Background: an optimization exercise with open tools, aiming at small area, a short achievable clock period and few clock cycles per item. Do not read the settings as production practice.
The RTL was checked by simulation tests, not by an equivalence proof against the original design.
No activity file was given, so power comes from the tool's default toggle rates.

==> flow/design.v (outline; a module is shown in full before it is edited, if it fits) <==
// module stfir_fir: 1277 lines
// module stfir_mul: 1269 lines
// module stfir_ram: 21 lines
// module sawtooth_tone_fir_generator: 150 lines
module sawtooth_tone_fir_generator #(
  parameter int TAPS       = stfir_pkg::TAPS_DEF,
  parameter int BLINK_HALF = stfir_pkg::BLINK_HALF_DEF
) (
  input  logic                                 clk,
  input  logic                                 rst_n,
  input  logic                                 cfg_we,
  input  logic [stfir_pkg::CFG_IDX_W-1:0]      cfg_index,
  input  logic [stfir_pkg::CFG_DATA_W-1:0]     cfg_wdata,
  input  logic                                 in_valid,
  output logic                                 in_stall,
  input  logic                                 in_slot_tick,
  output logic                                 out_valid,
  input  logic                                 out_stall,
  output logic signed [stfir_pkg::SAMPLE_W-1:0] out_sample_out,
  output logic                                 out_led_on
);
  // ...
==> flow/run.sh <==
#!/bin/bash
# synth_recipe.tcl (not shown) runs the flow's synth.tcl, then flattens the netlist and writes it again
# the make line also repeats each setting of config.mk as NAME=value (left out here)
make -C /OpenROAD-flow-scripts/flow DESIGN_CONFIG=/design/flow/config.mk WORK_HOME=/design/flow/orfs CLKGATE_MAP_FILE= SYNTH_SCRIPT=/design/flow/synth_recipe.tcl finish
==> flow/config.mk <==
export PLATFORM = sky130hd
export DESIGN_NAME = sawtooth_tone_fir_generator
export DESIGN_NICKNAME = sawtooth_tone_fir_generator
export VERILOG_FILES = /design/flow/design.v
export SDC_FILE = /design/flow/constraint.sdc
export NUM_CORES = 4
export LEC_CHECK = 0
export CAP_MARGIN = 20
export CORE_MARGIN = 2
export CORE_UTILIZATION = 40
export SLEW_MARGIN = 20
==> flow/constraint.sdc <==
create_clock -name core_clock -period 8.5 [get_ports {clk}]
set_input_delay 1.7000 -clock core_clock [delete_from_list [all_inputs] [get_ports {clk}]]
set_output_delay 1.7000 -clock core_clock [all_outputs]
set_load 0.01 [all_outputs]
==> results by group, run 1 <==
Clocking
  – Post-CTS Setup Inserts: 0
  – CTS root buffer: clkbuf_16

Worst hold path
  – WHS Path Cells: 2

Drt
  – Number of detailed-route iterations in the first pass: 6
  – Vias post-DR: approximately 45000
  – Met2 WL: about 75000 microns

Final layout
  – Layout cells sized above 1: 0.0466
  – Post-layout util: 0.429

Synth
  – Compound-Gate Fraction of Synth Area: 0.201
  – Synth top cells by count: nand2_1, inv_1, a21oi_1
  – Register area share after synthesis: 0.163
  – Synthesized net count: 7688
  – Top-area cell type share of the netlist area: 0.243
  – Mapped Avg Cell Area: 7.76 sq um
  – Synth Warn #: 1
  – Distinct cells, synth: 83
  – Top post-synthesis cells by area: fa_1, dfxtp_1, nand2_1

Floorplan
  – # Taps: 1742
  – Die Span Y: between 300 and 400 microns

Timing
  – Fin Setup TNS: 0 ns
  – Fmax: 144 MHz
  – Clock Skew: roughly 0.04 ns
  – Actual slew at the worst max-slew pin: 1.05 ns

Worst setup path
  – FF-to-FF setup slack: 1.53 ns

Global route
  – Vias in the first global route: around 44000
  – Met1 global-route usage: 0.315
  – First-pass GRT wire length: approximately 250000 microns
  – Initial antenna violation count: 0

Power
  – Static leakage: about 23 nW

Outcome
  – Status: timing/DRC/antenna clean
Testbench counts, summed over its fixed seeds: cycles 8,015, items 8,000.
==> run 2: changes to the inputs <==
--- a/flow/config.mk
+++ b/flow/config.mk
@@ -9,3 +9,4 @@
 export CORE_MARGIN = 2
 export CORE_UTILIZATION = 40
+export SETUP_SLACK_MARGIN = 3.5
 export SLEW_MARGIN = 20
==> run 2 against run 1 <==
Sequential cell count stayed put. Final cell count increased by 4.2%. Utilization up 5.4 points. Synthesized cell count unchanged. First-iteration DRC count rose by 42%. Critical path type unchanged. Via count grew 9.9%. Combinational power is 51% higher. Power is 35% higher. Die area unchanged. Clock power down 4%. Still clean on timing, DRC and antenna.
==> results by group, run 2 <==
Job
  – Number of max-cap violations: 0 (unchanged)

Placed design
  – Place WS: 1.54 ns (was 1.61 ns)
  – Placed instance count: 8124 (was 8119)
  – Dpl hpwl: 123000 microns (was 119000 microns)
  – Routability cong.: 0.943 (was 0.914)
  – PortBufs: 47 (unchanged)
  – Post-DP Area: 54500 sq um (was 54000 sq um)

Drt
  – ANT nets after route: 0 (unchanged)
  – Routed wire per std cell: 23.2 microns (was 19.4 microns)
  – DR DRC count: 0 (unchanged)
  – Vias post-DR: 49800 (was 45300)
  – Number of detailed-route iterations in the first pass: 10 (was 6)
  – Drt initial violations: 5064 (was 3575)
  – Detailed Route WL: 198000 microns (was 159000 microns)
  – Avg Vias per Cell: 5.82 (was 5.51)

Floorplan
  – Die area: 134000 sq um (unchanged)
  – Top Ports: 48 (unchanged)
  – DIE WIDTH: 366 microns (unchanged)
  – Rows: 132 (unchanged)
  – Initial Util: 0.404 (unchanged)
  – Die Span Y: 366 microns (unchanged)
  – Core area: 130000 sq um (unchanged)

Power
  – Clock network fraction of design power: 0.112 (was 0.157)
  – PwrDens: 303 nW/um^2 (was 253 nW/um^2)
  – Sw Pwr: 9.06 mW (was 7.02 mW)
  – Overall Power: 19.0 mW (was 14.1 mW)
  – Worst VDD drop: 0.517 mV (was 0.247 mV)
  – Sw Ratio: 0.478 (was 0.499)
  – Static leakage: 25.2 nW (was 22.6 nW)
  – Comb pwr share: 0.752 (was 0.671)
  – P_int: 9.90 mW (was 7.05 mW)
  – Reg power frac: 0.135 (was 0.173)

Worst setup path
  – RR Startpoint: amp_r[9] (unchanged)
  – Worst setup SP type: flop (unchanged)
  – Worst setup path start: amp_r[9] (unchanged)
  – R2r worst-path depth: 22 (was 21)
  – FF-to-FF setup slack: 2.66 ns (was 1.53 ns)
  – CP Class: reg -> reg (unchanged)
  – Worst reg2reg path endpoint: s2_q[15] (unchanged)
  – Critical path data required time: 9.04 ns (was 9.00 ns)
  – Critical Path Fanout Max: 14 (was 83)
  – WP data arrival: 6.39 ns (was 7.46 ns)
  – CP Capture Type: flop (unchanged)

Synth
  – Top-area cell type share of the netlist area: 0.243 (unchanged)
  – Synth top cells by count: nand2_1, inv_1, a21oi_1 (unchanged)
  – Fraction of registers with async set/reset: 0 (unchanged)
  – Mapped Avg Cell Area: 7.76 sq um (unchanged)
  – Top post-synthesis cells by area: fa_1, dfxtp_1, nand2_1 (unchanged)
  – Area leader, netlist: fa_1 (unchanged)
  – Main synth FF type: dfxtp_1 (unchanged)
  – Distinct cells, synth: 83 (unchanged)
  – Post-Syn Instances: 6767 (unchanged)
  – Synthesis-stage register bit count: 410 (unchanged)
  – Post-synth EDFFs: 34 (unchanged)
  – Most common cell in the netlist: nand2_1 (unchanged)
  – Mapped Area: 52500 sq um (unchanged)
  – Register area share after synthesis: 0.163 (unchanged)
  – Synth Warn #: 1 (unchanged)
  – Synthesized net count: 7688 (unchanged)

Timing
  – Actual slew at the worst max-slew pin: 1.02 ns (was 1.05 ns)
  – Unrepaired setup endpoints after global routing: true (was false)
  – Final setup fails: 0 (unchanged)
  – Fin crit share: 0.687 (was 0.820)
  – Clock Skew: 0.0426 ns (was 0.0395 ns)
  – Fmax: 171 MHz (was 144 MHz)
  – WHS: 0.451 ns (was 0.454 ns)
  – Fin Setup TNS: 0 ns (unchanged)
  – Period minus WS final: 5.84 ns (was 6.97 ns)
  – Final worst slack: 2.66 ns (was 1.53 ns)
  – Final Hold Vio Count: 0 (unchanged)
  – Slew Limit Fails: 0 (unchanged)
  – Max_slew headroom: 0.320 (was 0.296)

Global route
  – First-pass GRT wire length: 295000 microns (was 251000 microns)
  – Initial antenna violation count: 4 (was 0)
  – Largest net degree at the start of global routing: 114 (was 161)
  – GRT overflow: 0 (unchanged)
  – Tot GR Track Use: 0.283 (was 0.232)
  – Vias in the first global route: 48000 (was 43500)

Clocking
  – CTS buffer count: 48 (unchanged)
  – Clock sinks: 410 (unchanged)
  – CTS tree: built (unchanged)
  – Worst-Skew Late Latency: 0.63 ns (was 0.62 ns)
  – CTS Buffer Depth: 3 (unchanged)
  – Clock-pin slew on the worst setup and hold paths: 0.06 ns (about the same)
  – Htree depth: 2 (unchanged)
  – CTS root buffer: clkbuf_16 (unchanged)

Final layout
  – Area growth, synth to finish: 19.3% (was 6.03%)
  – Post-layout util: 0.482 (was 0.429)
  – Final #Nets: 7695 (was 7348)
  – Final Cell Area: 62600 sq um (was 55700 sq um)
  – Commonest non-fill, non-tap cell in the layout: nand2_1 (unchanged)
  – Layout cells sized above 1: 0.167 (was 0.0466)
  – Commonest cells after routing, fill and taps aside: nand2_1, inv_1, a21oi_1 (unchanged)
  – Final cell count without fillers: 8556 (was 8208)
  – Max reg flops: 38 (unchanged)
  – Register with the most flip-flops: s1_acc (unchanged)

Worst hold path
  – WHS Path Cells: 2 (unchanged)
  – Hold Path Class: reg -> reg (unchanged)
  – Worst Hold Path EP: h6_r[11] (was h4_r[11])
  – Hold path start: h5_r[11] (was h3_r[11])

Outcome
  – Status: timing/DRC/antenna clean (unchanged)
==> run 2: worst max path at each step <==
stage | to | slack (ns) | cells after the start
2_1_floorplan | s1_acc[37] | 3.09 | 19
3_3_place_gp | s2_q[15] | 1.52 | 21
3_5_place_dp | s2_q[15] | 1.54 | 21
4_1_cts | s1_acc[34] | 2.79 | 21
5_1_grt | s2_q[15] | 2.53 | 23
6_report | s2_q[15] | 2.66 | 22
==> run 2: kinds of logic (layout without fill, tap and decap cells) <==
kind of cell / count (synthesis) / in the layout / share of synthesized area
multiplexers: 94 / 94 / 0.0199
buffers and inverters: 1377 / 1422 / 0.0994
flip-flops: 410 / 410 / 0.163
other: 0 / 2 / 0
AO/OA/AOI/OAI: 1810 / 1810 / 0.201
adder cells (fa/ha/maj): 1068 / 1068 / 0.337
AND/OR/NAND/NOR: 1837 / 1837 / 0.151
XOR/XNOR: 171 / 171 / 0.0285
==> run 2: layout make-up <==
class,count,area (sq um)
Inverter,855,3360
Sequential cell,410,8860
Clock buffer,74,1430
Multi-Input combinational cell,4980,40500
Timing Repair Buffer,477,6100
Antenna cell,2,5.00
Timing Repair inverter,2,16.3
Fill cell,12500,67200
Tap cell,1742,2180
Clock inverter,14,158
==> run 2: per-layer routing <==
metal	GRT usage	share of wire	vias to the layer above
met5	0	0.00038	-
li1	-	-	22600
met1	0.366	0.40	23900
met3	0.0556	0.099	697
met2	0.450	0.44	2562
met4	0.144	0.065	6
==> run 2: repair_timing <==
item	4_1_cts	5_1_grt
gates resized for setup	537	188
setup buffers	218	67
pin swaps	138	97
setup endpoints to repair	46	47
hold buffers	0	0
gates cloned	48	9
==> run 2: power by group through the flow <==
stage	Sequential, mW	Clock (mW)	Combinational (mW)
floorplan	2.30	0	7.45
global placement	2.57	0	9.91
detailed placement	2.57	0	10.1
CTS	2.54	2.18	12.5
global route	2.57	2.24	15.3
finish	2.57	2.13	14.3
==> run 2: critical path, stage by stage (launching register included) <==
cell,delay (ns)
dfxtp_4,0.43
buf_4,0.17
buf_6,0.12
buf_16,0.16
maj3_1,0.35
o21ai_1,0.19
fa_1,0.48
fa_1,0.51
inv_1,0.05
fa_1,0.48
inv_1,0.05
fa_1,0.50
inv_1,0.04
ha_1,0.35
o21a_1,0.21
o211ai_1,0.43
a22oi_2,0.22
o211ai_1,0.22
buf_4,0.19
a31oi_4,0.09
a21o_1,0.20
a21oi_1,0.17
xnor2_1,0.14

[re-timing with driven ports]
How much do the figures lean on ideal ports? The routed layouts below were timed once more, with nothing changed but the port constraints.
Step 1 (the two cells are an assumption about what drives the block):
set clk [get_ports {clk}]
set_driving_cell -lib_cell sky130_fd_sc_hd__clkbuf_16 $clk
set_driving_cell -lib_cell sky130_fd_sc_hd__buf_2 [delete_from_list [all_inputs] $clk]
Step 2 times the ports against the registers' clock, not the clock port: input delays grow and output delays shrink by t, the midpoint of the rising clock arrivals with the driver on.
Three values: ideal ports, drivers, drivers and shift; two values: the first two.
run	t, ns	setup slack, ns	slew at the worst register clock pin (ns)
run 1	0.672	1.532 / 1.532 / 1.532	0.07 / 0.07
run 2	0.679	2.657 / 2.657 / 2.657	0.07 / 0.07
After both steps setup and hold are still met in every run listed.
